Background: an optimization exercise with open tools, aiming at small area, a short achievable clock period and few clock cycles per item. Do not read the settings as production practice. The RTL was checked by simulation tests, not by an equivalence proof against the original design. Power and IR drop assume default switching activity.

## flow/design.v (module list and top-level ports; edited modules follow where they fit)
// module segi_macc: 212 lines
// module segi_mul: 109 lines
// module segi_div: 139 lines
// module segi_ptab: 50 lines
// module segment_intersect_dedup: 377 lines
module segment_intersect_dedup (
  input  logic                                clk,
  input  logic                                rst_n,
  input  logic                                in_valid,
  output logic                                in_stall,
  input  logic [128:0]                        in_data,
  output logic                                out_valid,
  input  logic                                out_stall,
  output logic [52:0]                         out_data,
  input  logic                                cfg_valid,
  output logic                                cfg_ready,
  input  logic [segi_pkg::CFG_IDX_W-1:0]      cfg_index,
  input  logic [segi_pkg::CFG_DATA_W-1:0]     cfg_data
);
  // ...
==> flow/run.sh <==
#!/bin/bash
# synth_recipe.tcl (not shown) runs the flow's synth.tcl, then flattens the netlist and writes it again
# the make line also repeats each setting of config.mk as NAME=value (left out here)
make -C /OpenROAD-flow-scripts/flow DESIGN_CONFIG=/design/flow/config.mk WORK_HOME=/design/flow/orfs CLKGATE_MAP_FILE= SYNTH_SCRIPT=/design/flow/synth_recipe.tcl finish
==> flow/config.mk <==
export PLATFORM = sky130hd
export DESIGN_NAME = segment_intersect_dedup
export DESIGN_NICKNAME = segment_intersect_dedup
export VERILOG_FILES = /design/flow/design.v
export SDC_FILE = /design/flow/constraint.sdc
export NUM_CORES = 4
export LEC_CHECK = 0
export CAP_MARGIN = 20
export CORE_MARGIN = 2
export CORE_UTILIZATION = 40
export SETUP_SLACK_MARGIN = 5
export SLEW_MARGIN = 20
==> flow/constraint.sdc <==
create_clock -name core_clock -period 11.0 [get_ports {clk}]
set_input_delay 2.2000 -clock core_clock [delete_from_list [all_inputs] [get_ports {clk}]]
set_output_delay 2.2000 -clock core_clock [all_outputs]
set_load 0.01 [all_outputs]
==> impl_results.md, run 1 <==
* Outcome: no timing/DRC/antenna violations
* Uppermost routed layer: met5
* Post-Synth Adder-Cell Area at 0.1883
* Final period util at 0.5262
* Starting Density at 0.4010
* Pre-CTS setup slack at 4228 ps
* Cell variety after synth at 92
* Post-synth ARST share at 0
* Final Hold Fails at 0
* Tapcells at 7452
* Critical Path Stages at 18
* Most common cell in the netlist: nand2_1
* Worst r2r src: mb_r[5]
* Min-delay worst type: register to register
* Gate Count Post-Synth at 20390
* Clk tree area frac at 0.06158
* Detailed Routing Iterations Pass 1 at 13
* Hold depth at 0
* HPWL Detailed at 489900 um
* Vias/cell at 5.539
* Die area at 563400 um^2
* Critical path type: input port to register
* Yosys reg bits at 4320
* Final non-clock buffer share at 0.01950
* Flip-flop and latch count at 4320
* CTS buffer count at 443
* Largest family of logic cells by synthesized area: adder cells
* Met2 wire len at 313300 um
* Initial antenna violation count at 46
* YS warnings at 12
* R2R depth at 14
Testbench counts, summed over its fixed seeds: cycles 15,268, items 4,800.
==> module segi_ptab, before the edit <==
module segi_ptab (
  input  logic        clk,
  input  logic        rst_n,
  input  logic        scan,       
  input  logic [15:0] px,         
  input  logic [15:0] py,
  input  logic [16:0] lox,        
  input  logic [16:0] hix,
  input  logic [16:0] loy,
  input  logic [16:0] hiy,
  input  logic [6:0]  count,      
  output logic        near        
);
  localparam int L  = segi_pkg::LANES;
  localparam int R  = segi_pkg::ROWS;
  localparam int RB = (R > 1) ? $clog2(R) : 1;
  localparam int LB = $clog2(L);
  logic [RB-1:0] ph_r;
  logic [2:0]    cq;
  logic [LB-1:0] cr;
  logic          ph_lt, ph_eq, wr_row;
  logic [L-1:0]  hit_l;
  always_ff @(posedge clk) begin
    if (!rst_n) ph_r <= '0;
    else        ph_r <= (ph_r == RB'(R - 1)) ? '0 : ph_r + 1'b1;
  end
  assign cq     = count[6:LB];
  assign cr     = count[LB-1:0];
  assign ph_lt  = {1'b0, ph_r} < cq;
  assign ph_eq  = {1'b0, ph_r} == cq;
  assign wr_row = scan && ph_eq && (count < 7'd64);
  for (genvar l = 0; l < L; l++) begin : g_lane
    logic [R*32-1:0] ring_r;
    logic [15:0]     qx, qy;
    logic            valid, wr, nx, ny;
    assign qx    = ring_r[15:0];
    assign qy    = ring_r[31:16];
    assign valid = ph_lt || (ph_eq && (LB'(l) < cr));
    assign wr    = wr_row && (cr == LB'(l));
    assign nx    = (lox[16] || ({1'b0, qx} >= lox)) && ({1'b0, qx} <= hix);
    assign ny    = (loy[16] || ({1'b0, qy} >= loy)) && ({1'b0, qy} <= hiy);
    assign hit_l[l] = valid && nx && ny;
    if (R > 1) begin : g_rot
      always_ff @(posedge clk) ring_r <= {(wr ? {py, px} : ring_r[31:0]), ring_r[R*32-1:32]};
    end else begin : g_one
      always_ff @(posedge clk) ring_r <= wr ? {py, px} : ring_r;
    end
  end
  assign near = |hit_l;
endmodule
==> module segment_intersect_dedup, before the edit <==
module segment_intersect_dedup (
  input  logic                                clk,
  input  logic                                rst_n,
  input  logic                                in_valid,
  output logic                                in_stall,
  input  logic [128:0]                        in_data,
  output logic                                out_valid,
  input  logic                                out_stall,
  output logic [52:0]                         out_data,
  input  logic                                cfg_valid,
  output logic                                cfg_ready,
  input  logic [segi_pkg::CFG_IDX_W-1:0]      cfg_index,
  input  logic [segi_pkg::CFG_DATA_W-1:0]     cfg_data
);
  localparam int U  = segi_pkg::DIV_U;
  localparam int M  = segi_pkg::DIV_M;
  localparam int NU = segi_pkg::DIV_N;
  localparam int R  = segi_pkg::ROWS;
  localparam int RB = (R > 1) ? $clog2(R) : 1;
  localparam int PW = 36;    
  logic [11:0] width_r, height_r;
  assign cfg_ready = 1'b1;
  always_ff @(posedge clk) begin
    if (!rst_n) begin
      width_r  <= segi_pkg::WIDTH_RST;
      height_r <= segi_pkg::HEIGHT_RST;
    end else if (cfg_valid) begin
      if (cfg_index == 4'd0) width_r <= cfg_data;
      else if (cfg_index == 4'd1) height_r <= cfg_data;
    end
  end
  logic [5:0]         v_r;        
  logic               freeze, run, in_acc;
  logic signed [16:0] s1x, s1y, s2x, s2y, dx, dy;
  logic signed [15:0] a0x, a0y;
  logic               clr;
  logic signed [16:0] ma_r, mb_r, mc_r, md_r, yb_r;
  logic [35:0]        xps, xpc, xs_r, xc_r, xsum;
  logic [51:0]        yps, ypc, ys_r, yc_r, ysum;
  logic signed [33:0] tn_r, den_r, sn_r;
  logic signed [49:0] nx_r, ny_r;
  logic signed [15:0] a0x_s, a0y_s;
  logic               clr_s;
  logic [3:0]         k_s;
  logic [33:0]        dabs_r, dn_r;
  logic               dsign_r, tnok_r, snok_r, nxs_r;
  logic [48:0]        nxa_r;
  logic [5:0]         sa_r;
  logic               h_valid, h_take;
  logic [33:0]        h_dn, h_wx, h_wy;
  logic [M-1:0]       h_sx, h_sy;
  logic [3:0]         h_k;
  logic [PW-1:0]      h_pay;
  logic [NU-1:0]      h_rr;
  assign freeze   = v_r[5] && h_valid && !h_take;
  assign run      = !freeze;
  assign in_acc   = in_valid && !in_stall;
  segi_macc u_macc (.a(ma_r), .b(mb_r), .c(mc_r), .d(md_r), .ps(xps), .pc(xpc));
  segi_mul  u_mul  (.a(tn_r), .b(yb_r), .ps(yps), .pc(ypc));
  assign xsum = xs_r + xc_r;
  assign ysum = ys_r + yc_r;
  function automatic logic fits(input logic signed [16:0] v, input int b);
    fits = (v < (17'sd1 <<< b)) && (v > -(17'sd1 <<< b));
  endfunction
  logic [3:0] k_new;
  always_comb begin
    k_new = 4'(M / U);
    for (int k = M / U; k >= 1; k--)
      if (U * k - 5 >= 16 || (U * k - 5 >= 0 && fits(s1x, U * k - 5) && fits(s1y, U * k - 5)))
        k_new = 4'(k);
  end
  function automatic logic in_unit(input logic signed [33:0] num, input logic signed [33:0] den);
    if (den > 0) in_unit = (num >= 0) && (num <= den);
    else         in_unit = (num <= 0) && (num >= den);
  endfunction
  logic [5:0] lz;
  always_comb begin
    lz = 6'd33;
    for (int i = 0; i < 34; i++) if (dabs_r[i]) lz = 6'(33 - i);
  end
  logic [5:0] v_nx;
  assign v_nx = run ? {v_r[4:0], in_acc} : v_r;
  always_ff @(posedge clk) begin
    if (!rst_n) v_r <= '0;
    else        v_r <= v_nx;
  end
  always_ff @(posedge clk) begin
    if (!in_stall) begin
      s1x <= 17'(signed'(in_data[95:80]))   - 17'(signed'(in_data[127:112]));
      s1y <= 17'(signed'(in_data[79:64]))   - 17'(signed'(in_data[111:96]));
      s2x <= 17'(signed'(in_data[31:16]))   - 17'(signed'(in_data[63:48]));
      s2y <= 17'(signed'(in_data[15:0]))    - 17'(signed'(in_data[47:32]));
      dx  <= 17'(signed'(in_data[127:112])) - 17'(signed'(in_data[63:48]));
      dy  <= 17'(signed'(in_data[111:96]))  - 17'(signed'(in_data[47:32]));
      a0x <= in_data[127:112];
      a0y <= in_data[111:96];
      clr <= in_data[128];
      ma_r <= 17'(signed'(in_data[31:16]))   - 17'(signed'(in_data[63:48]));
      mb_r <= 17'(signed'(in_data[111:96])) - 17'(signed'(in_data[47:32]));
      mc_r <= 17'(signed'(in_data[15:0]))    - 17'(signed'(in_data[47:32]));
      md_r <= 17'(signed'(in_data[127:112])) - 17'(signed'(in_data[63:48]));
    end else if (run && v_r[0]) begin
      ma_r <= s1x; mb_r <= s2y; mc_r <= s2x; md_r <= s1y;
    end else if (run && v_r[1]) begin
      ma_r <= s1x; mb_r <= dy;  mc_r <= s1y; md_r <= dx;
    end
    if (run) begin
      xs_r <= xps;
      xc_r <= xpc;
      ys_r <= yps;
      yc_r <= ypc;
      if (v_r[1]) yb_r <= s1x;
      if (v_r[2]) yb_r <= s1y;
      if (v_r[1]) tn_r <= xsum[33:0];
      if (v_r[2]) begin
        den_r <= xsum[33:0];
        a0x_s <= a0x;
        a0y_s <= a0y;
        clr_s <= clr;
        k_s   <= k_new;
      end
      if (v_r[3]) begin
        sn_r    <= xsum[33:0];
        nx_r    <= ysum[49:0];
        dabs_r  <= den_r[33] ? 34'(-den_r) : 34'(den_r);
        dsign_r <= den_r[33];
        tnok_r  <= in_unit(tn_r, den_r);
      end
      if (v_r[4]) begin
        ny_r   <= ysum[49:0];
        snok_r <= in_unit(sn_r, den_r);
        dn_r   <= dabs_r << lz;
        sa_r   <= lz + 6'(5 + M) - 6'(U) * {2'b00, k_s};
        nxa_r  <= nx_r[49] ? 49'(-nx_r) : 49'(nx_r);
        nxs_r  <= nx_r[49];
      end
    end
  end
  logic [48:0]   nya;
  logic [M+33:0] yx, yy;
  logic          hit5;
  assign nya  = ny_r[49] ? 49'(-ny_r) : 49'(ny_r);
  assign yx   = (M+34)'({{(M-15){1'b0}}, nxa_r} << sa_r);
  assign yy   = (M+34)'({{(M-15){1'b0}}, nya} << sa_r);
  assign hit5 = !clr_s && (dabs_r != '0) && tnok_r && snok_r;
  always_ff @(posedge clk) begin
    if (!rst_n) h_valid <= 1'b0;
    else        h_valid <= h_valid_nx;
  end
  always_ff @(posedge clk) begin
    if (v_r[5] && run) begin
      h_dn  <= dn_r;
      h_wx  <= yx[M+33:M];
      h_sx  <= yx[M-1:0];
      h_wy  <= yy[M+33:M];
      h_sy  <= yy[M-1:0];
      h_k   <= hit5 ? k_s : 4'd0;
      h_pay <= {clr_s, hit5, nxs_r ^ dsign_r, ny_r[49] ^ dsign_r, a0x_s, a0y_s};
    end
  end
  logic [NU-1:0] u_idle, u_done, u_load, u_take, u_ready;
  logic [NU-1:0] u_idle_nx, u_done_nx, u_ready_nx;
  logic [36:0]   u_wsx [NU], u_wcx [NU], u_wsy [NU], u_wcy [NU];
  logic [M-1:0]  u_qpx [NU], u_qnx [NU], u_qpy [NU], u_qny [NU];
  logic [PW-1:0] u_pay [NU];
  logic          p1_full, p1_take, p1_full_nx;
  logic [NU-1:0] p1_rr, p1_rr_nx;
  logic       p2_full, p2_take;
  logic       s2_full, s2_take, s2_leave;
  for (genvar g = 0; g < NU; g++) begin : g_div
    segi_div #(.PW(PW)) u_div (
      .clk    (clk),
      .rst_n  (rst_n),
      .load   (u_load[g]),
      .ld_k   (h_k),
      .ld_dn  (h_dn),
      .ld_wx  (h_wx),
      .ld_wy  (h_wy),
      .ld_sx  (h_sx),
      .ld_sy  (h_sy),
      .ld_pay (h_pay),
      .take   (u_take[g]),
      .idle   (u_idle[g]),
      .done   (u_done[g]),
      .idle_nx(u_idle_nx[g]),
      .done_nx(u_done_nx[g]),
      .ws_x   (u_wsx[g]),
      .wc_x   (u_wcx[g]),
      .ws_y   (u_wsy[g]),
      .wc_y   (u_wcy[g]),
      .qp_x   (u_qpx[g]),
      .qn_x   (u_qnx[g]),
      .qp_y   (u_qpy[g]),
      .qn_y   (u_qny[g]),
      .pay    (u_pay[g])
    );
    assign u_take[g]     = u_done[g] && !p1_full && p1_rr[g];
    assign u_ready[g]    = u_idle[g] || u_take[g];
    assign u_load[g]     = h_take && h_rr[g];
    assign u_ready_nx[g] = u_idle_nx[g] || (u_done_nx[g] && !p1_full_nx && p1_rr_nx[g]);
  end
  assign h_take = h_valid && |(u_ready & h_rr);
  logic [NU-1:0] h_rr_nx;
  logic          h_valid_nx, h_take_nx, stall_nx, stall_r;
  assign h_rr_nx    = h_take ? {h_rr[NU-2:0], h_rr[NU-1]} : h_rr;
  assign p1_rr_nx   = p1_take ? {p1_rr[NU-2:0], p1_rr[NU-1]} : p1_rr;
  assign p1_full_nx = p1_take || (p1_full && !p2_take);
  assign h_valid_nx = (v_r[5] && run) || (h_valid && !h_take);
  assign h_take_nx  = h_valid_nx && |(u_ready_nx & h_rr_nx);
  assign stall_nx   = v_nx[0] || v_nx[1] || (v_nx[5] && h_valid_nx && !h_take_nx);
  always_ff @(posedge clk) begin
    if (!rst_n) begin
      h_rr    <= NU'(1);
      p1_rr   <= NU'(1);
      stall_r <= 1'b0;
    end else begin
      h_rr    <= h_rr_nx;
      p1_rr   <= p1_rr_nx;
      stall_r <= stall_nx;
    end
  end
  assign in_stall = stall_r;
  logic [36:0] s_wsx, s_wcx, s_wsy, s_wcy, wx, wy;
  logic [M-1:0] s_qpx, s_qnx, s_qpy, s_qny;
  logic [PW-1:0] s_pay;
  logic [M:0]  dfx, dfy;
  logic [21:0] p1_dx, p1_dy;
  logic        p1_sx, p1_sy;
  logic [PW-1:0] p1_pay;
  always_comb begin
    s_wsx = '0; s_wcx = '0; s_wsy = '0; s_wcy = '0;
    s_qpx = '0; s_qnx = '0; s_qpy = '0; s_qny = '0; s_pay = '0;
    for (int g = 0; g < NU; g++) begin
      s_wsx = s_wsx | (u_wsx[g] & {37{p1_rr[g]}});
      s_wcx = s_wcx | (u_wcx[g] & {37{p1_rr[g]}});
      s_wsy = s_wsy | (u_wsy[g] & {37{p1_rr[g]}});
      s_wcy = s_wcy | (u_wcy[g] & {37{p1_rr[g]}});
      s_qpx = s_qpx | (u_qpx[g] & {M{p1_rr[g]}});
      s_qnx = s_qnx | (u_qnx[g] & {M{p1_rr[g]}});
      s_qpy = s_qpy | (u_qpy[g] & {M{p1_rr[g]}});
      s_qny = s_qny | (u_qny[g] & {M{p1_rr[g]}});
      s_pay = s_pay | (u_pay[g] & {PW{p1_rr[g]}});
    end
  end
  assign p1_take = |(u_done & p1_rr) && !p1_full;
  assign wx  = s_wsx + s_wcx;
  assign wy  = s_wsy + s_wcy;
  assign dfx = {1'b0, s_qpx} - {1'b0, s_qnx};
  assign dfy = {1'b0, s_qpy} - {1'b0, s_qny};
  always_ff @(posedge clk) begin
    if (!rst_n) p1_full <= 1'b0;
    else        p1_full <= p1_full_nx;
  end
  always_ff @(posedge clk) begin
    if (p1_take) begin
      p1_dx  <= dfx[21:0];
      p1_dy  <= dfy[21:0];
      p1_sx  <= wx[36];
      p1_sy  <= wy[36];
      p1_pay <= s_pay;
    end
  end
  logic        p1_clr, p1_hit, p1_negx, p1_negy;
  logic signed [15:0] p1_a0x, p1_a0y;
  assign {p1_clr, p1_hit, p1_negx, p1_negy, p1_a0x, p1_a0y} = p1_pay;
  function automatic logic signed [22:0] raw_pt(input logic signed [15:0] a0,
                                                input logic [21:0] d, input logic rneg,
                                                input logic neg);
    logic [22:0] base, qs;
    logic        cy;
    base   = {{3{a0[15]}}, a0, 4'b0000};
    qs     = {2'b00, d[21:1]};
    cy     = d[0] & !rneg;
    if (neg) qs = ~qs;
    raw_pt = signed'(base + qs + 23'(neg ^ cy));
  endfunction
  function automatic logic signed [19:0] clip20(input logic signed [22:0] v);
    if (v > 23'sd524287)       clip20 = 20'sd524287;
    else if (v < -23'sd524288) clip20 = -20'sd524288;
    else                       clip20 = v[19:0];
  endfunction
  logic signed [22:0] vx, vy;
  logic               inb;
  logic               p2_clr, p2_hit, p2_inb;
  logic signed [19:0] p2_px, p2_py;
  logic [16:0]        p2_lox, p2_hix, p2_loy, p2_hiy;
  assign vx  = raw_pt(p1_a0x, p1_dx, p1_sx, p1_negx);
  assign vy  = raw_pt(p1_a0y, p1_dy, p1_sy, p1_negy);
  assign inb = p1_hit && (vx > 0) && (vy > 0) &&
               (vx <= signed'({7'b0, width_r, 4'b0})) && (vy <= signed'({7'b0, height_r, 4'b0}));
  assign p2_take = p1_full && !p2_full;
  always_ff @(posedge clk) begin
    if (!rst_n) p2_full <= 1'b0;
    else if (p2_take) p2_full <= 1'b1;
    else if (s2_take) p2_full <= 1'b0;
  end
  always_ff @(posedge clk) begin
    if (p2_take) begin
      p2_clr <= p1_clr;
      p2_hit <= p1_hit;
      p2_inb <= inb;
      p2_px  <= p1_hit ? clip20(vx) : 20'sd0;
      p2_py  <= p1_hit ? clip20(vy) : 20'sd0;
      p2_lox <= vx[16:0] - 17'd239;
      p2_hix <= vx[16:0] + 17'd239;
      p2_loy <= vy[16:0] - 17'd239;
      p2_hiy <= vy[16:0] + 17'd239;
    end
  end
  logic        s2_clr, s2_hit, s2_inb, s2_near;
  logic signed [19:0] s2_px, s2_py;
  logic [16:0] s2_lox, s2_hix, s2_loy, s2_hiy;
  logic [RB-1:0] s2_cnt;
  logic [6:0]  count_r, count_nx;
  logic        near_now, near_all, s2_done, out_ready, stored, full;
  segi_ptab u_ptab (
    .clk   (clk),
    .rst_n (rst_n),
    .scan  (s2_full && s2_inb),
    .px    (s2_px[15:0]),
    .py    (s2_py[15:0]),
    .lox   (s2_lox),
    .hix   (s2_hix),
    .loy   (s2_loy),
    .hiy   (s2_hiy),
    .count (count_r),
    .near  (near_now)
  );
  assign near_all  = s2_near || near_now;
  assign s2_done   = s2_full && (!s2_inb || (s2_cnt == RB'(R - 1)));
  assign out_ready = !out_valid || !out_stall;
  assign s2_leave  = s2_done && out_ready;
  assign s2_take   = p2_full && (!s2_full || s2_leave);
  assign stored    = s2_inb && !near_all && (count_r != 7'd64);
  assign full      = s2_inb && !near_all && (count_r == 7'd64);
  assign count_nx  = s2_clr ? 7'd0 : count_r + 7'(stored);
  always_ff @(posedge clk) begin
    if (!rst_n) begin
      s2_full <= 1'b0;
      count_r <= 7'd0;
    end else begin
      if (s2_leave) count_r <= count_nx;
      if (s2_take) s2_full <= 1'b1;
      else if (s2_leave) s2_full <= 1'b0;
    end
  end
  always_ff @(posedge clk) begin
    if (s2_take) begin
      s2_clr  <= p2_clr;
      s2_hit  <= p2_hit;
      s2_inb  <= p2_inb;
      s2_px   <= p2_px;
      s2_py   <= p2_py;
      s2_lox  <= p2_lox;
      s2_hix  <= p2_hix;
      s2_loy  <= p2_loy;
      s2_hiy  <= p2_hiy;
      s2_cnt  <= '0;
      s2_near <= 1'b0;
    end else begin
      s2_near <= near_all;
      if (s2_cnt != RB'(R - 1)) s2_cnt <= s2_cnt + 1'b1;
    end
  end
  logic        out_valid_r;
  logic [52:0] out_data_r;
  always_ff @(posedge clk) begin
    if (!rst_n) out_valid_r <= 1'b0;
    else if (s2_leave) out_valid_r <= 1'b1;
    else if (!out_stall) out_valid_r <= 1'b0;
  end
  always_ff @(posedge clk) begin
    if (s2_leave) out_data_r <= {s2_hit, s2_inb, stored, full, s2_px, s2_py, 2'b00, count_nx};
  end
  assign out_valid = out_valid_r;
  assign out_data  = out_data_r;
endmodule
==> run 2: changes to the inputs <==
--- a/flow/design.v
+++ b/flow/design.v
@@ -9,7 +9,7 @@
   localparam int DIV_U = 2;
   localparam int DIV_M = 22;
-  localparam int DIV_N = 3;
-  localparam int LANES = 16;
-  localparam int ROWS  = MAX_POINTS / LANES;
+  localparam int DIV_N = 4;
+  localparam int LANES = 22;
+  localparam int ROWS  = (MAX_POINTS + LANES - 1) / LANES;
   localparam logic [BOUND_W-1:0] WIDTH_RST  = 12'd640;
   localparam logic [BOUND_W-1:0] HEIGHT_RST = 12'd480;
@@ -336,4 +336,122 @@
   assign pc = y_l4_0c;
 endmodule
+module segi_mac1 (
+  input  logic signed [16:0] a,
+  input  logic signed [16:0] b,
+  input  logic               neg,
+  input  logic [35:0]        as,
+  input  logic [35:0]        ac,
+  output logic [35:0]        ps,
+  output logic [35:0]        pc
+);
+  logic [17:0] mb_bx;
+  assign mb_bx = {b[16], b};
+  logic [2:0] mb_t0; logic mb_n0; logic [18:0] mb_s0, mb_v0;
+  assign mb_t0 = {mb_bx[1], mb_bx[0], 1'b0};
+  assign mb_n0 = (mb_t0[2] & ~(mb_t0[1] & mb_t0[0])) ^ (neg & (mb_t0 != 3'b000) & (mb_t0 != 3'b111));
+  assign mb_s0 = ((mb_t0 == 3'b001) || (mb_t0 == 3'b010) || (mb_t0 == 3'b101) || (mb_t0 == 3'b110)) ? {{2{a[16]}}, a} :
+                 ((mb_t0 == 3'b011) || (mb_t0 == 3'b100)) ? {a[16], a, 1'b0} : 19'd0;
+  assign mb_v0 = mb_s0 ^ {19{mb_n0}};
+  logic [35:0] mb_r0;
+  assign mb_r0 = (36'({~mb_v0[18], mb_v0[17:0]}) << 0);
+  logic [2:0] mb_t1; logic mb_n1; logic [18:0] mb_s1, mb_v1;
+  assign mb_t1 = {mb_bx[3], mb_bx[2], mb_bx[1]};
+  assign mb_n1 = (mb_t1[2] & ~(mb_t1[1] & mb_t1[0])) ^ (neg & (mb_t1 != 3'b000) & (mb_t1 != 3'b111));
+  assign mb_s1 = ((mb_t1 == 3'b001) || (mb_t1 == 3'b010) || (mb_t1 == 3'b101) || (mb_t1 == 3'b110)) ? {{2{a[16]}}, a} :
+                 ((mb_t1 == 3'b011) || (mb_t1 == 3'b100)) ? {a[16], a, 1'b0} : 19'd0;
+  assign mb_v1 = mb_s1 ^ {19{mb_n1}};
+  logic [35:0] mb_r1;
+  assign mb_r1 = (36'({~mb_v1[18], mb_v1[17:0]}) << 2) | (36'(mb_n0) << 0);
+  logic [2:0] mb_t2; logic mb_n2; logic [18:0] mb_s2, mb_v2;
+  assign mb_t2 = {mb_bx[5], mb_bx[4], mb_bx[3]};
+  assign mb_n2 = (mb_t2[2] & ~(mb_t2[1] & mb_t2[0])) ^ (neg & (mb_t2 != 3'b000) & (mb_t2 != 3'b111));
+  assign mb_s2 = ((mb_t2 == 3'b001) || (mb_t2 == 3'b010) || (mb_t2 == 3'b101) || (mb_t2 == 3'b110)) ? {{2{a[16]}}, a} :
+                 ((mb_t2 == 3'b011) || (mb_t2 == 3'b100)) ? {a[16], a, 1'b0} : 19'd0;
+  assign mb_v2 = mb_s2 ^ {19{mb_n2}};
+  logic [35:0] mb_r2;
+  assign mb_r2 = (36'({~mb_v2[18], mb_v2[17:0]}) << 4) | (36'(mb_n1) << 2);
+  logic [2:0] mb_t3; logic mb_n3; logic [18:0] mb_s3, mb_v3;
+  assign mb_t3 = {mb_bx[7], mb_bx[6], mb_bx[5]};
+  assign mb_n3 = (mb_t3[2] & ~(mb_t3[1] & mb_t3[0])) ^ (neg & (mb_t3 != 3'b000) & (mb_t3 != 3'b111));
+  assign mb_s3 = ((mb_t3 == 3'b001) || (mb_t3 == 3'b010) || (mb_t3 == 3'b101) || (mb_t3 == 3'b110)) ? {{2{a[16]}}, a} :
+                 ((mb_t3 == 3'b011) || (mb_t3 == 3'b100)) ? {a[16], a, 1'b0} : 19'd0;
+  assign mb_v3 = mb_s3 ^ {19{mb_n3}};
+  logic [35:0] mb_r3;
+  assign mb_r3 = (36'({~mb_v3[18], mb_v3[17:0]}) << 6) | (36'(mb_n2) << 4);
+  logic [2:0] mb_t4; logic mb_n4; logic [18:0] mb_s4, mb_v4;
+  assign mb_t4 = {mb_bx[9], mb_bx[8], mb_bx[7]};
+  assign mb_n4 = (mb_t4[2] & ~(mb_t4[1] & mb_t4[0])) ^ (neg & (mb_t4 != 3'b000) & (mb_t4 != 3'b111));
+  assign mb_s4 = ((mb_t4 == 3'b001) || (mb_t4 == 3'b010) || (mb_t4 == 3'b101) || (mb_t4 == 3'b110)) ? {{2{a[16]}}, a} :
+                 ((mb_t4 == 3'b011) || (mb_t4 == 3'b100)) ? {a[16], a, 1'b0} : 19'd0;
+  assign mb_v4 = mb_s4 ^ {19{mb_n4}};
+  logic [35:0] mb_r4;
+  assign mb_r4 = (36'({~mb_v4[18], mb_v4[17:0]}) << 8) | (36'(mb_n3) << 6);
+  logic [2:0] mb_t5; logic mb_n5; logic [18:0] mb_s5, mb_v5;
+  assign mb_t5 = {mb_bx[11], mb_bx[10], mb_bx[9]};
+  assign mb_n5 = (mb_t5[2] & ~(mb_t5[1] & mb_t5[0])) ^ (neg & (mb_t5 != 3'b000) & (mb_t5 != 3'b111));
+  assign mb_s5 = ((mb_t5 == 3'b001) || (mb_t5 == 3'b010) || (mb_t5 == 3'b101) || (mb_t5 == 3'b110)) ? {{2{a[16]}}, a} :
+                 ((mb_t5 == 3'b011) || (mb_t5 == 3'b100)) ? {a[16], a, 1'b0} : 19'd0;
+  assign mb_v5 = mb_s5 ^ {19{mb_n5}};
+  logic [35:0] mb_r5;
+  assign mb_r5 = (36'({~mb_v5[18], mb_v5[17:0]}) << 10) | (36'(mb_n4) << 8);
+  logic [2:0] mb_t6; logic mb_n6; logic [18:0] mb_s6, mb_v6;
+  assign mb_t6 = {mb_bx[13], mb_bx[12], mb_bx[11]};
+  assign mb_n6 = (mb_t6[2] & ~(mb_t6[1] & mb_t6[0])) ^ (neg & (mb_t6 != 3'b000) & (mb_t6 != 3'b111));
+  assign mb_s6 = ((mb_t6 == 3'b001) || (mb_t6 == 3'b010) || (mb_t6 == 3'b101) || (mb_t6 == 3'b110)) ? {{2{a[16]}}, a} :
+                 ((mb_t6 == 3'b011) || (mb_t6 == 3'b100)) ? {a[16], a, 1'b0} : 19'd0;
+  assign mb_v6 = mb_s6 ^ {19{mb_n6}};
+  logic [35:0] mb_r6;
+  assign mb_r6 = (36'({~mb_v6[18], mb_v6[17:0]}) << 12) | (36'(mb_n5) << 10);
+  logic [2:0] mb_t7; logic mb_n7; logic [18:0] mb_s7, mb_v7;
+  assign mb_t7 = {mb_bx[15], mb_bx[14], mb_bx[13]};
+  assign mb_n7 = (mb_t7[2] & ~(mb_t7[1] & mb_t7[0])) ^ (neg & (mb_t7 != 3'b000) & (mb_t7 != 3'b111));
+  assign mb_s7 = ((mb_t7 == 3'b001) || (mb_t7 == 3'b010) || (mb_t7 == 3'b101) || (mb_t7 == 3'b110)) ? {{2{a[16]}}, a} :
+                 ((mb_t7 == 3'b011) || (mb_t7 == 3'b100)) ? {a[16], a, 1'b0} : 19'd0;
+  assign mb_v7 = mb_s7 ^ {19{mb_n7}};
+  logic [35:0] mb_r7;
+  assign mb_r7 = (36'({~mb_v7[18], mb_v7[17:0]}) << 14) | (36'(mb_n6) << 12);
+  logic [2:0] mb_t8; logic mb_n8; logic [18:0] mb_s8, mb_v8;
+  assign mb_t8 = {mb_bx[17], mb_bx[16], mb_bx[15]};
+  assign mb_n8 = (mb_t8[2] & ~(mb_t8[1] & mb_t8[0])) ^ (neg & (mb_t8 != 3'b000) & (mb_t8 != 3'b111));
+  assign mb_s8 = ((mb_t8 == 3'b001) || (mb_t8 == 3'b010) || (mb_t8 == 3'b101) || (mb_t8 == 3'b110)) ? {{2{a[16]}}, a} :
+                 ((mb_t8 == 3'b011) || (mb_t8 == 3'b100)) ? {a[16], a, 1'b0} : 19'd0;
+  assign mb_v8 = mb_s8 ^ {19{mb_n8}};
+  logic [35:0] mb_r8;
+  assign mb_r8 = (36'({~mb_v8[18], mb_v8[17:0]}) << 16) | (36'(mb_n7) << 14);
+  logic [35:0] kr;
+  assign kr = 36'haaaac0000 | (36'(mb_n8) << 16);
+  logic [35:0] m_l0_0s, m_l0_0c;
+  assign m_l0_0s = mb_r0 ^ mb_r1 ^ mb_r2;
+  assign m_l0_0c = {((mb_r0[34:0] & mb_r1[34:0]) | (mb_r0[34:0] & mb_r2[34:0]) | (mb_r1[34:0] & mb_r2[34:0])), 1'b0};
+  logic [35:0] m_l0_1s, m_l0_1c;
+  assign m_l0_1s = mb_r3 ^ mb_r4 ^ mb_r5;
+  assign m_l0_1c = {((mb_r3[34:0] & mb_r4[34:0]) | (mb_r3[34:0] & mb_r5[34:0]) | (mb_r4[34:0] & mb_r5[34:0])), 1'b0};
+  logic [35:0] m_l0_2s, m_l0_2c;
+  assign m_l0_2s = mb_r6 ^ mb_r7 ^ mb_r8;
+  assign m_l0_2c = {((mb_r6[34:0] & mb_r7[34:0]) | (mb_r6[34:0] & mb_r8[34:0]) | (mb_r7[34:0] & mb_r8[34:0])), 1'b0};
+  logic [35:0] m_l0_3s, m_l0_3c;
+  assign m_l0_3s = kr ^ as ^ ac;
+  assign m_l0_3c = {((kr[34:0] & as[34:0]) | (kr[34:0] & ac[34:0]) | (as[34:0] & ac[34:0])), 1'b0};
+  logic [35:0] m_l1_0s, m_l1_0c;
+  assign m_l1_0s = m_l0_0s ^ m_l0_0c ^ m_l0_1s;
+  assign m_l1_0c = {((m_l0_0s[34:0] & m_l0_0c[34:0]) | (m_l0_0s[34:0] & m_l0_1s[34:0]) | (m_l0_0c[34:0] & m_l0_1s[34:0])), 1'b0};
+  logic [35:0] m_l1_1s, m_l1_1c;
+  assign m_l1_1s = m_l0_1c ^ m_l0_2s ^ m_l0_2c;
+  assign m_l1_1c = {((m_l0_1c[34:0] & m_l0_2s[34:0]) | (m_l0_1c[34:0] & m_l0_2c[34:0]) | (m_l0_2s[34:0] & m_l0_2c[34:0])), 1'b0};
+  logic [35:0] m_l2_0s, m_l2_0c;
+  assign m_l2_0s = m_l1_0s ^ m_l1_0c ^ m_l1_1s;
+  assign m_l2_0c = {((m_l1_0s[34:0] & m_l1_0c[34:0]) | (m_l1_0s[34:0] & m_l1_1s[34:0]) | (m_l1_0c[34:0] & m_l1_1s[34:0])), 1'b0};
+  logic [35:0] m_l2_1s, m_l2_1c;
+  assign m_l2_1s = m_l1_1c ^ m_l0_3s ^ m_l0_3c;
+  assign m_l2_1c = {((m_l1_1c[34:0] & m_l0_3s[34:0]) | (m_l1_1c[34:0] & m_l0_3c[34:0]) | (m_l0_3s[34:0] & m_l0_3c[34:0])), 1'b0};
+  logic [35:0] m_l3_0s, m_l3_0c;
+  assign m_l3_0s = m_l2_0s ^ m_l2_0c ^ m_l2_1s;
+  assign m_l3_0c = {((m_l2_0s[34:0] & m_l2_0c[34:0]) | (m_l2_0s[34:0] & m_l2_1s[34:0]) | (m_l2_0c[34:0] & m_l2_1s[34:0])), 1'b0};
+  logic [35:0] m_l4_0s, m_l4_0c;
+  assign m_l4_0s = m_l3_0s ^ m_l3_0c ^ m_l2_1c;
+  assign m_l4_0c = {((m_l3_0s[34:0] & m_l3_0c[34:0]) | (m_l3_0s[34:0] & m_l2_1c[34:0]) | (m_l3_0c[34:0] & m_l2_1c[34:0])), 1'b0};
+  assign ps = m_l4_0s;
+  assign pc = m_l4_0c;
+endmodule
 module segi_div #(
   parameter int PW = 8
@@ -481,10 +599,12 @@
   input  logic [15:0] px,         
   input  logic [15:0] py,
-  input  logic [16:0] lox,        
-  input  logic [16:0] hix,
-  input  logic [16:0] loy,
-  input  logic [16:0] hiy,
+  input  logic [15:0] lox,        
+  input  logic [15:0] hix,
+  input  logic [15:0] loy,
+  input  logic [15:0] hiy,
   input  logic [6:0]  count,      
-  output logic        near        
+  output logic        near,       
+  output logic [segi_pkg::ROWS-1:0] row_at,    
+  output logic [segi_pkg::ROWS-1:0] row_need   
 );
   localparam int L  = segi_pkg::LANES;
@@ -492,6 +612,7 @@
   localparam int RB = (R > 1) ? $clog2(R) : 1;
   localparam int LB = $clog2(L);
+  localparam int QB = $clog2(R + 1);
   logic [RB-1:0] ph_r;
-  logic [2:0]    cq;
+  logic [QB-1:0] cq;
   logic [LB-1:0] cr;
   logic          ph_lt, ph_eq, wr_row;
@@ -501,8 +622,8 @@
     else        ph_r <= (ph_r == RB'(R - 1)) ? '0 : ph_r + 1'b1;
   end
-  assign cq     = count[6:LB];
-  assign cr     = count[LB-1:0];
-  assign ph_lt  = {1'b0, ph_r} < cq;
-  assign ph_eq  = {1'b0, ph_r} == cq;
+  assign cq     = QB'(count / 7'(L));
+  assign cr     = LB'(count % 7'(L));
+  assign ph_lt  = QB'(ph_r) < cq;
+  assign ph_eq  = QB'(ph_r) == cq;
   assign wr_row = scan && ph_eq && (count < 7'd64);
   for (genvar l = 0; l < L; l++) begin : g_lane
@@ -514,6 +635,6 @@
     assign valid = ph_lt || (ph_eq && (LB'(l) < cr));
     assign wr    = wr_row && (cr == LB'(l));
-    assign nx    = (lox[16] || ({1'b0, qx} >= lox)) && ({1'b0, qx} <= hix);
-    assign ny    = (loy[16] || ({1'b0, qy} >= loy)) && ({1'b0, qy} <= hiy);
+    assign nx    = (qx >= lox) && (qx <= hix);
+    assign ny    = (qy >= loy) && (qy <= hiy);
     assign hit_l[l] = valid && nx && ny;
     if (R > 1) begin : g_rot
@@ -524,4 +645,10 @@
   end
   assign near = |hit_l;
+  always_comb begin
+    for (int r = 0; r < R; r++) begin
+      row_at[r]   = (ph_r == RB'(r));
+      row_need[r] = (QB'(r) < cq) || ((QB'(r) == cq) && ((cr != '0) || (count < 7'd64)));
+    end
+  end
 endmodule
 module segment_intersect_dedup (
@@ -556,19 +683,21 @@
     end
   end
-  logic [5:0]         v_r;        
+  logic [5:0]         v_r, v_nx;   
   logic               freeze, run, in_acc;
   logic signed [16:0] s1x, s1y, s2x, s2y, dx, dy;
   logic signed [15:0] a0x, a0y;
   logic               clr;
-  logic signed [16:0] ma_r, mb_r, mc_r, md_r, yb_r;
-  logic [35:0]        xps, xpc, xs_r, xc_r, xsum;
+  logic signed [16:0] aa_r, ab_r, ac_r, ad_r, ba_r, bb_r, yb_r, yb2_r;
+  logic               bneg_r;
+  logic [35:0]        aps, apc, as_r, ac2_r, asum;
+  logic [35:0]        bps, bpc, bs_r, bc2_r, bsum;
   logic [51:0]        yps, ypc, ys_r, yc_r, ysum;
   logic signed [33:0] tn_r, den_r, sn_r;
   logic signed [49:0] nx_r, ny_r;
-  logic signed [15:0] a0x_s, a0y_s;
-  logic               clr_s;
-  logic [3:0]         k_s;
+  logic signed [15:0] a0x_1, a0y_1, a0x_2, a0y_2;
+  logic               clr_1, clr_2;
+  logic [3:0]         k_1, k_2;
   logic [33:0]        dabs_r, dn_r;
-  logic               dsign_r, tnok_r, snok_r, nxs_r;
+  logic               dsign_r, dsign_2, tnok_r, hit_4, negx_r;
   logic [48:0]        nxa_r;
   logic [5:0]         sa_r;
@@ -582,7 +711,10 @@
   assign run      = !freeze;
   assign in_acc   = in_valid && !in_stall;
-  segi_macc u_macc (.a(ma_r), .b(mb_r), .c(mc_r), .d(md_r), .ps(xps), .pc(xpc));
-  segi_mul  u_mul  (.a(tn_r), .b(yb_r), .ps(yps), .pc(ypc));
-  assign xsum = xs_r + xc_r;
+  segi_macc u_mac_a (.a(aa_r), .b(ab_r), .c(ac_r), .d(ad_r), .ps(aps), .pc(apc));
+  segi_mac1 u_mac_b (.a(ba_r), .b(bb_r), .neg(bneg_r), .as(bneg_r ? bs_r : 36'd0),
+                     .ac(bneg_r ? bc2_r : 36'd0), .ps(bps), .pc(bpc));
+  segi_mul  u_mul   (.a(tn_r), .b(yb_r), .ps(yps), .pc(ypc));
+  assign asum = as_r + ac2_r;
+  assign bsum = bs_r + bc2_r;
   assign ysum = ys_r + yc_r;
   function automatic logic fits(input logic signed [16:0] v, input int b);
@@ -605,5 +737,4 @@
     for (int i = 0; i < 34; i++) if (dabs_r[i]) lz = 6'(33 - i);
   end
-  logic [5:0] v_nx;
   assign v_nx = run ? {v_r[4:0], in_acc} : v_r;
   always_ff @(posedge clk) begin
@@ -622,42 +753,56 @@
       a0y <= in_data[111:96];
       clr <= in_data[128];
-      ma_r <= 17'(signed'(in_data[31:16]))   - 17'(signed'(in_data[63:48]));
-      mb_r <= 17'(signed'(in_data[111:96])) - 17'(signed'(in_data[47:32]));
-      mc_r <= 17'(signed'(in_data[15:0]))    - 17'(signed'(in_data[47:32]));
-      md_r <= 17'(signed'(in_data[127:112])) - 17'(signed'(in_data[63:48]));
+      aa_r <= 17'(signed'(in_data[31:16]))   - 17'(signed'(in_data[63:48]));
+      ab_r <= 17'(signed'(in_data[111:96]))  - 17'(signed'(in_data[47:32]));
+      ac_r <= 17'(signed'(in_data[15:0]))    - 17'(signed'(in_data[47:32]));
+      ad_r <= 17'(signed'(in_data[127:112])) - 17'(signed'(in_data[63:48]));
+      ba_r   <= 17'(signed'(in_data[95:80]))   - 17'(signed'(in_data[127:112]));
+      bb_r   <= 17'(signed'(in_data[15:0]))    - 17'(signed'(in_data[47:32]));
+      bneg_r <= 1'b0;
     end else if (run && v_r[0]) begin
-      ma_r <= s1x; mb_r <= s2y; mc_r <= s2x; md_r <= s1y;
-    end else if (run && v_r[1]) begin
-      ma_r <= s1x; mb_r <= dy;  mc_r <= s1y; md_r <= dx;
+      aa_r <= s1x; ab_r <= dy; ac_r <= s1y; ad_r <= dx;
+      ba_r <= s2x; bb_r <= s1y; bneg_r <= 1'b1;
+    end else if (run) begin
+      bneg_r <= 1'b0;
     end
     if (run) begin
-      xs_r <= xps;
-      xc_r <= xpc;
-      ys_r <= yps;
-      yc_r <= ypc;
-      if (v_r[1]) yb_r <= s1x;
-      if (v_r[2]) yb_r <= s1y;
-      if (v_r[1]) tn_r <= xsum[33:0];
+      as_r  <= aps;
+      ac2_r <= apc;
+      bs_r  <= bps;
+      bc2_r <= bpc;
+      ys_r  <= yps;
+      yc_r  <= ypc;
+      if (v_r[1]) begin
+        yb_r  <= s1x;
+        yb2_r <= s1y;
+        tn_r  <= asum[33:0];
+        a0x_1 <= a0x;
+        a0y_1 <= a0y;
+        clr_1 <= clr;
+        k_1   <= k_new;
+      end
       if (v_r[2]) begin
-        den_r <= xsum[33:0];
-        a0x_s <= a0x;
-        a0y_s <= a0y;
-        clr_s <= clr;
-        k_s   <= k_new;
+        yb_r  <= yb2_r;
+        sn_r  <= asum[33:0];
+        den_r <= bsum[33:0];
       end
       if (v_r[3]) begin
-        sn_r    <= xsum[33:0];
         nx_r    <= ysum[49:0];
         dabs_r  <= den_r[33] ? 34'(-den_r) : 34'(den_r);
         dsign_r <= den_r[33];
         tnok_r  <= in_unit(tn_r, den_r);
+        k_2     <= k_1;
+        clr_2   <= clr_1;
+        a0x_2   <= a0x_1;
+        a0y_2   <= a0y_1;
       end
       if (v_r[4]) begin
-        ny_r   <= ysum[49:0];
-        snok_r <= in_unit(sn_r, den_r);
-        dn_r   <= dabs_r << lz;
-        sa_r   <= lz + 6'(5 + M) - 6'(U) * {2'b00, k_s};
-        nxa_r  <= nx_r[49] ? 49'(-nx_r) : 49'(nx_r);
-        nxs_r  <= nx_r[49];
+        ny_r    <= ysum[49:0];
+        hit_4   <= !clr_2 && (dabs_r != '0) && tnok_r && in_unit(sn_r, den_r);
+        dn_r    <= dabs_r << lz;
+        sa_r    <= lz + 6'(5 + M) - 6'(U) * {2'b00, k_2};
+        nxa_r   <= nx_r[49] ? 49'(-nx_r) : 49'(nx_r);
+        negx_r  <= nx_r[49] ^ dsign_r;
+        dsign_2 <= dsign_r;
       end
     end
@@ -665,9 +810,7 @@
   logic [48:0]   nya;
   logic [M+33:0] yx, yy;
-  logic          hit5;
-  assign nya  = ny_r[49] ? 49'(-ny_r) : 49'(ny_r);
-  assign yx   = (M+34)'({{(M-15){1'b0}}, nxa_r} << sa_r);
-  assign yy   = (M+34)'({{(M-15){1'b0}}, nya} << sa_r);
-  assign hit5 = !clr_s && (dabs_r != '0) && tnok_r && snok_r;
+  assign nya = ny_r[49] ? 49'(-ny_r) : 49'(ny_r);
+  assign yx  = (M+34)'({{(M-15){1'b0}}, nxa_r} << sa_r);
+  assign yy  = (M+34)'({{(M-15){1'b0}}, nya} << sa_r);
   always_ff @(posedge clk) begin
     if (!rst_n) h_valid <= 1'b0;
@@ -681,6 +824,6 @@
       h_wy  <= yy[M+33:M];
       h_sy  <= yy[M-1:0];
-      h_k   <= hit5 ? k_s : 4'd0;
-      h_pay <= {clr_s, hit5, nxs_r ^ dsign_r, ny_r[49] ^ dsign_r, a0x_s, a0y_s};
+      h_k   <= hit_4 ? k_2 : 4'd0;
+      h_pay <= {clr_2, hit_4, negx_r, ny_r[49] ^ dsign_2, a0x_2, a0y_2};
     end
   end
@@ -721,6 +864,6 @@
       .pay    (u_pay[g])
     );
-    assign u_take[g]     = u_done[g] && !p1_full && p1_rr[g];
-    assign u_ready[g]    = u_idle[g] || u_take[g];
+    assign u_take[g]     = u_done[g] && p1_rr[g] && (!p1_full || p2_take);
+    assign u_ready[g]    = u_idle[g] || (u_done[g] && p1_rr[g] && !p1_full);
     assign u_load[g]     = h_take && h_rr[g];
     assign u_ready_nx[g] = u_idle_nx[g] || (u_done_nx[g] && !p1_full_nx && p1_rr_nx[g]);
@@ -734,5 +877,5 @@
   assign h_valid_nx = (v_r[5] && run) || (h_valid && !h_take);
   assign h_take_nx  = h_valid_nx && |(u_ready_nx & h_rr_nx);
-  assign stall_nx   = v_nx[0] || v_nx[1] || (v_nx[5] && h_valid_nx && !h_take_nx);
+  assign stall_nx   = v_nx[0] || (v_nx[5] && h_valid_nx && !h_take_nx);
   always_ff @(posedge clk) begin
     if (!rst_n) begin
@@ -769,5 +912,5 @@
     end
   end
-  assign p1_take = |(u_done & p1_rr) && !p1_full;
+  assign p1_take = |(u_done & p1_rr) && (!p1_full || p2_take);
   assign wx  = s_wsx + s_wcx;
   assign wy  = s_wsy + s_wcy;
@@ -810,14 +953,34 @@
   logic               p2_clr, p2_hit, p2_inb;
   logic signed [19:0] p2_px, p2_py;
-  logic [16:0]        p2_lox, p2_hix, p2_loy, p2_hiy;
+  logic [15:0]        p2_lox, p2_hix, p2_loy, p2_hiy;
+  logic [16:0]        wlx, whx, wly, why;
+  assign wlx = vx[16:0] - 17'd239;
+  assign whx = vx[16:0] + 17'd239;
+  assign wly = vy[16:0] - 17'd239;
+  assign why = vy[16:0] + 17'd239;
   assign vx  = raw_pt(p1_a0x, p1_dx, p1_sx, p1_negx);
   assign vy  = raw_pt(p1_a0y, p1_dy, p1_sy, p1_negy);
   assign inb = p1_hit && (vx > 0) && (vy > 0) &&
                (vx <= signed'({7'b0, width_r, 4'b0})) && (vy <= signed'({7'b0, height_r, 4'b0}));
-  assign p2_take = p1_full && !p2_full;
+  assign p2_take = p1_full && (!p2_full || p3_take);
   always_ff @(posedge clk) begin
     if (!rst_n) p2_full <= 1'b0;
     else if (p2_take) p2_full <= 1'b1;
-    else if (s2_take) p2_full <= 1'b0;
+    else if (p3_take) p2_full <= 1'b0;
+  end
+  logic               p3_full, p3_take, p3_clr, p3_hit, p3_inb;
+  logic signed [19:0] p3_px, p3_py;
+  logic [15:0]        p3_lox, p3_hix, p3_loy, p3_hiy;
+  assign p3_take = p2_full && (!p3_full || s2_take);
+  always_ff @(posedge clk) begin
+    if (!rst_n) p3_full <= 1'b0;
+    else if (p3_take) p3_full <= 1'b1;
+    else if (s2_take) p3_full <= 1'b0;
+  end
+  always_ff @(posedge clk) begin
+    if (p3_take) begin
+      p3_clr <= p2_clr; p3_hit <= p2_hit; p3_inb <= p2_inb; p3_px <= p2_px; p3_py <= p2_py;
+      p3_lox <= p2_lox; p3_hix <= p2_hix; p3_loy <= p2_loy; p3_hiy <= p2_hiy;
+    end
   end
   always_ff @(posedge clk) begin
@@ -828,14 +991,14 @@
       p2_px  <= p1_hit ? clip20(vx) : 20'sd0;
       p2_py  <= p1_hit ? clip20(vy) : 20'sd0;
-      p2_lox <= vx[16:0] - 17'd239;
-      p2_hix <= vx[16:0] + 17'd239;
-      p2_loy <= vy[16:0] - 17'd239;
-      p2_hiy <= vy[16:0] + 17'd239;
+      p2_lox <= wlx[16] ? 16'd0 : wlx[15:0];
+      p2_hix <= whx[16] ? 16'hffff : whx[15:0];
+      p2_loy <= wly[16] ? 16'd0 : wly[15:0];
+      p2_hiy <= why[16] ? 16'hffff : why[15:0];
     end
   end
   logic        s2_clr, s2_hit, s2_inb, s2_near;
   logic signed [19:0] s2_px, s2_py;
-  logic [16:0] s2_lox, s2_hix, s2_loy, s2_hiy;
-  logic [RB-1:0] s2_cnt;
+  logic [15:0] s2_lox, s2_hix, s2_loy, s2_hiy;
+  logic [R-1:0] s2_seen, row_at, row_need;
   logic [6:0]  count_r, count_nx;
   logic        near_now, near_all, s2_done, out_ready, stored, full;
@@ -851,11 +1014,13 @@
     .hiy   (s2_hiy),
     .count (count_r),
-    .near  (near_now)
+    .near  (near_now),
+    .row_at   (row_at),
+    .row_need (row_need)
   );
   assign near_all  = s2_near || near_now;
-  assign s2_done   = s2_full && (!s2_inb || (s2_cnt == RB'(R - 1)));
+  assign s2_done   = s2_full && (!s2_inb || ((row_need & ~(s2_seen | row_at)) == '0));
   assign out_ready = !out_valid || !out_stall;
   assign s2_leave  = s2_done && out_ready;
-  assign s2_take   = p2_full && (!s2_full || s2_leave);
+  assign s2_take   = p3_full && (!s2_full || s2_leave);
   assign stored    = s2_inb && !near_all && (count_r != 7'd64);
   assign full      = s2_inb && !near_all && (count_r == 7'd64);
@@ -873,18 +1038,18 @@
   always_ff @(posedge clk) begin
     if (s2_take) begin
-      s2_clr  <= p2_clr;
-      s2_hit  <= p2_hit;
-      s2_inb  <= p2_inb;
-      s2_px   <= p2_px;
-      s2_py   <= p2_py;
-      s2_lox  <= p2_lox;
-      s2_hix  <= p2_hix;
-      s2_loy  <= p2_loy;
-      s2_hiy  <= p2_hiy;
-      s2_cnt  <= '0;
+      s2_clr  <= p3_clr;
+      s2_hit  <= p3_hit;
+      s2_inb  <= p3_inb;
+      s2_px   <= p3_px;
+      s2_py   <= p3_py;
+      s2_lox  <= p3_lox;
+      s2_hix  <= p3_hix;
+      s2_loy  <= p3_loy;
+      s2_hiy  <= p3_hiy;
+      s2_seen <= '0;
       s2_near <= 1'b0;
     end else begin
       s2_near <= near_all;
-      if (s2_cnt != RB'(R - 1)) s2_cnt <= s2_cnt + 1'b1;
+      s2_seen <= s2_seen | row_at;
     end
   end
==> run 2 against run 1 <==
Compared with the run above:
- still clean on timing, DRC and antenna
- clock power increased by 21%
- fmax rose by 0.51%
- worst setup slack better by 29 ps
- via count up 26%
- first-iteration DRC count increased by 25%
- worst hold slack improved by 18 ps
- wire length increased by 28%
- register-to-register slack is essentially flat
- synthesized area rose by 22%
- synthesized cell count increased by 24%
- sequential share of layout area is 2.1 points lower
- non-clock buffer count grew 93
- largest cell class unchanged
- highest routed layer unchanged
==> impl_results.md, run 2 <==
* Cell variety after synth at 102 (was 92)
* CTS H-Tree Depth at 6 (was 5)
* Yosys reg bits at 4925 (was 4320)
* Core area at 676800 um^2 (was 556100 um^2)
* YS warnings at 12 (unchanged)
* Met2 usage at 0.4013 (was 0.3814)
* Slew @ Worst Pin at 1249 ps (was 1256 ps)
* CTS tree: done (unchanged)
* Grt total ovfl at 0 (unchanged)
* Final Hold Fails at 0 (unchanged)
* Die height at 828.3 um (was 750.6 um)
* Worst path required time at 11780 ps (was 11710 ps)
* Most frequent CP cell: fa_1 (was o21ai_0)
* Die width at 828.3 um (was 750.6 um)
* Design Power at 94650 uW (was 71030 uW)
* # setup viols final at 0 (unchanged)
* CTS buffer count at 549 (was 443)
* Arrival @ worst endpoint at 6540 ps (was 6500 ps)
* Share of layout cells above drive strength 1 at 0.09212 (was 0.08876)
* Average wire per standard cell at 25.84 um (was 24.74 um)
* Routability cong. at 0.9560 (was 0.9343)
* Max Cap Viol at 0 (unchanged)
* DRC at 0 (unchanged)
* Die area at 686100 um^2 (was 563400 um^2)
* Register area at 121100 um^2 (was 104900 um^2)
* PnR worst setup slack at 5240 ps (was 5211 ps)
* Largest register FFs at 2112 (was 2048)
* Setup TNS at 0 ps (unchanged)
* Sinks on Clock Net at 4925 (was 4320)
* Total track usage at 0.2525 (was 0.2408)
* Avg Cell Area, Syn at 10.71 um^2 (was 10.93 um^2)
* Final period util at 0.5236 (was 0.5262)
* EDFF count, synth at 2250 (was 1840)
* Max Freq at 0.1736 GHz (was 0.1728 GHz)
* HPWL Detailed at 625100 um (was 489900 um)
* Slew headroom at 0.1585 (was 0.1630)
* Grt met3 use at 0.05001 (was 0.03537)
* RSZ-0062 raised after global routing: yes (was no)
* Max incr delay on CP at 730 ps (was 470 ps)
* Site row count at 302 (was 274)
* Buffers on Ports at 202 (unchanged)
* Tmin final at 5760 ps (was 5789 ps)
* Commonest non-fill, non-tap cell in the layout: nand2_1 (unchanged)
* Max Slew Vio Count at 0 (unchanged)
* Vias/cell at 5.671 (was 5.539)
* Critical Path Fanout Max at 20 (was 3)
* Post-synth ARST share at 0 (unchanged)
* Most common cell in the netlist: nand2_1 (unchanged)
* Initial antenna violation count at 67 (was 46)
* Number of global-route vias before repair at 194600 (was 153400)
* Worst Setup Start Kind: register (was input port)
* Max clock buf depth at 4 (unchanged)
* Dominant cells by area after synthesis: edfxtp_1 (25%), dfxtp_1 (20%), ha_1 (11%), fa_1 (9.7%), nand2_1 (5.0%) (was edfxtp_1 (25%), dfxtp_1 (22%), ha_1 (10%), fa_1 (8.9%), nand2_1 (4.3%))
* Multi-input gate area in the final layout at 140700 um^2 (was 109200 um^2)
* GRT Max-Usage Layer: met2 (unchanged)
* Met1 Usage GRT at 0.3342 (was 0.3267)
* Nets at 29020 (was 23230)
* First-pass GRT wire length at 1307000 um (was 1022000 um)
* Synth cell count leaders: nand2_1 (3610), dfxtp_1 (2675), ha_1 (2361), edfxtp_1 (2250), a21oi_1 (1571) (was nand2_1 (2558), dfxtp_1 (2480), edfxtp_1 (1840), ha_1 (1779), inv_1 (1454))
* Seq/Total Area, Yosys at 0.4456 (was 0.4704)
* Primary FF master, synth: dfxtp_1 (unchanged)
* Via count at 196500 (was 156100)
* Largest net degree at the start of global routing at 143 (was 139)
* Final ANT Viol Nets at 0 (unchanged)
* Min-delay worst type: register to register (unchanged)
* Detailed Routing Iterations Pass 1 at 7 (was 13)
* Critical path type: register to register (was input port to register)
* Clock root cell: clkbuf_16 (unchanged)
* Area growth, synth to finish at 11.52% (was 11.76%)
* Fin cells at 34660 (was 28180)
* Cell taking the most area after synthesis: edfxtp_1 (unchanged)
* Leak at 0.1259 uW (was 0.1032 uW)
* Most flops, register: u_ptab.g_lane.ring_r (unchanged)
* Post-synth top area share at 0.2486 (was 0.2478)
* CP Capture Type: register (unchanged)
* Pwr Density at 312.2 nW/um^2 (was 285.0 nW/um^2)
* Starting Density at 0.4016 (was 0.4010)
* Final Skew at 110.8 ps (was 155.3 ps)
* Gate Count Post-Synth at 25390 (was 20390)
* Crit-path cells: inv_1, ha_1, nor2_2, a22oi_1, xor2_1, fa_1, inv_1, fa_1, fa_1, fa_1, fa_1, inv_1, fa_1 (was clkdlybuf4s50_1, buf_4, inv_1, ha_1, fa_1, nor2b_1, o21ai_0, a21boi_0, o21ai_0, buf_4, a21boi_0, o21ai_0, a21boi_0, o311ai_0, a311oi_1, o21ai_0, a31o_2, o21a_1)
* Register-to-Register Setup Slack at 5240 ps (was 5230 ps)
* # hold bufs at CTS at 0 (unchanged)
* Critical path's slowest cell: nor2_2 (was clkdlybuf4s50_1)
* Total I/O pin count at 206 (unchanged)
* Fill count at 62520 (was 51780)
* Synth Cell Area at 271800 um^2 (was 223000 um^2)
* Clock latency (worst-skew pair) at 1140 ps (was 1090 ps)
* Dpl cells at 33600 (was 27320)
* Drt total wl at 895700 um (was 697100 um)
* Outcome: no timing/DRC/antenna violations (unchanged)
* Pre-CTS setup slack at 3847 ps (was 4228 ps)
* Most frequent cells in the layout: nand2_1 (3587), dfxtp_1 (2667), ha_1 (2357), edfxtp_1 (2250), a21oi_1 (1564) (was nand2_1 (2549), dfxtp_1 (2476), edfxtp_1 (1840), ha_1 (1775), inv_1 (1441))
* Worst vdd ir at 0.0009385 V (was 0.0009666 V)
* Iteration-0 DRC Markers at 20150 (was 16170)
* Clk slew on worst S/H paths at 60 ps (about the same)
==> run 2: area by class of cell <==
type                            instances  share of cell area
Clock buffer                          716             0.04988
Sequential cell                      4925              0.3996
Inverter                             1505             0.01880
Timing Repair Buffer                  648             0.01865
Clock inverter                        284             0.01142
Antenna cell                           41           0.0003385
Tap cell                             8968             0.03702
Multi-Input combinational cell      17570              0.4642
==> run 2: worst paths after layout <==
kind | start | to | cells past startpoint
max | ab_r[3] | as_r[13] | 13
min | u_ptab.g_lane[21].ring_r[37] | u_ptab.g_lane[21].ring_r[5] | 0
max reg2reg | ab_r[3] | as_r[13] | 13
min reg2reg | u_ptab.g_lane[21].ring_r[37] | u_ptab.g_lane[21].ring_r[5] | 0
==> run 2: metrics by stage <==
| stage | area (um^2) | hold slack (ps) | util |
|---|---|---|---|
| floorplan | 271900 | 309.6 | - |
| global placement | 284000 | 309.6 | 0.4197 |
| detailed placement | 284100 | 312.1 | 0.4198 |
| CTS | 302800 | 263.3 | 0.4474 |
| global route | 303100 | 277.1 | 0.4478 |
| finish | 303100 | 261.6 | 0.4479 |
==> run 2: layer usage <==
metal,part of all wire,vias up
met5,0.000068,-
met2,0.45,8625
met1,0.41,97320
met3,0.087,1848
met4,0.051,10
li1,-,88750
==> run 2: worst max-delay path: cells and delay by family, from the launching register on <==
family,cells,cell delay [ps]
buffers and inverters,3,210
flip-flops,1,420
AND/OR/NAND/NOR,1,730
AO/OA/AOI/OAI,1,180
adder cells (fa/ha/maj),7,3750
XOR/XNOR,1,220
==> run 2: cells by family (layout without fill, tap and decap cells) <==
family | Yosys count | count (layout) | share of synthesized area
compound gates | 5132 | 5132 | 0.1199
xor+xnor | 1339 | 1339 | 0.04315
fa+ha+maj | 3679 | 3679 | 0.2055
buf+inv | 2893 | 3153 | 0.04008
flops | 4925 | 4925 | 0.4456
mux | 1080 | 1080 | 0.04509
other cells | 2 | 44 | 0.00002763
simple gates | 6338 | 6339 | 0.1007
==> run 2: power breakdown <==
part | internal (uW) | switching [uW] | total, uW | leakage, uW
Sequential | 24700 | 962 | 25600 | 0.0426
Combinational | 20200 | 29800 | 50000 | 0.0742
Clock | 11000 | 8000 | 19000 | 0.00909
==> run 2: what timing repair did <==
| action | in CTS | in global routing |
|---|---|---|
| endpoints found under the hold margin | 0 | 0 |
| gates cloned | 1 | 0 |
| pin swaps | 1 | 1 |
| resized for setup | 20 | 15 |
| setup buffers | 1 | 7 |
| endpoints found under the setup margin | 532 | 273 |
Testbench counts of run 2, summed over its fixed seeds: cycles 10,572, items 4,800.

separate check: timing with driven ports:
How much do the figures lean on ideal ports? The routed layouts below were timed once more, with nothing changed but the port constraints. Step 1 assumes that a clkbuf_16 drives the clock port and a buf_2 every other input. Step 2 moves the port delays by t, midway between the first and last clock arrival at a register: inputs arrive t later, outputs are due t later. That takes back most of the time a late clock gives input paths. Three values: no drivers, after step 1, after step 2; two values: the first two.
run	t (ns)	setup WS [ns]	hold WS [ns]	worst setup path after step 2
run 1	1.142	5.211 / 5.227 / 4.162	0.244 / 0.244 / 0.244	input to register
run 2	1.221	5.240 / 5.240 / 4.481	0.262 / 0.262 / 0.262	input to register
After both steps every run listed still meets setup and hold. For run 1, which loses most, drivers alone change the setup slack by +0.016 ns; drivers and shift together by -1.049 ns.
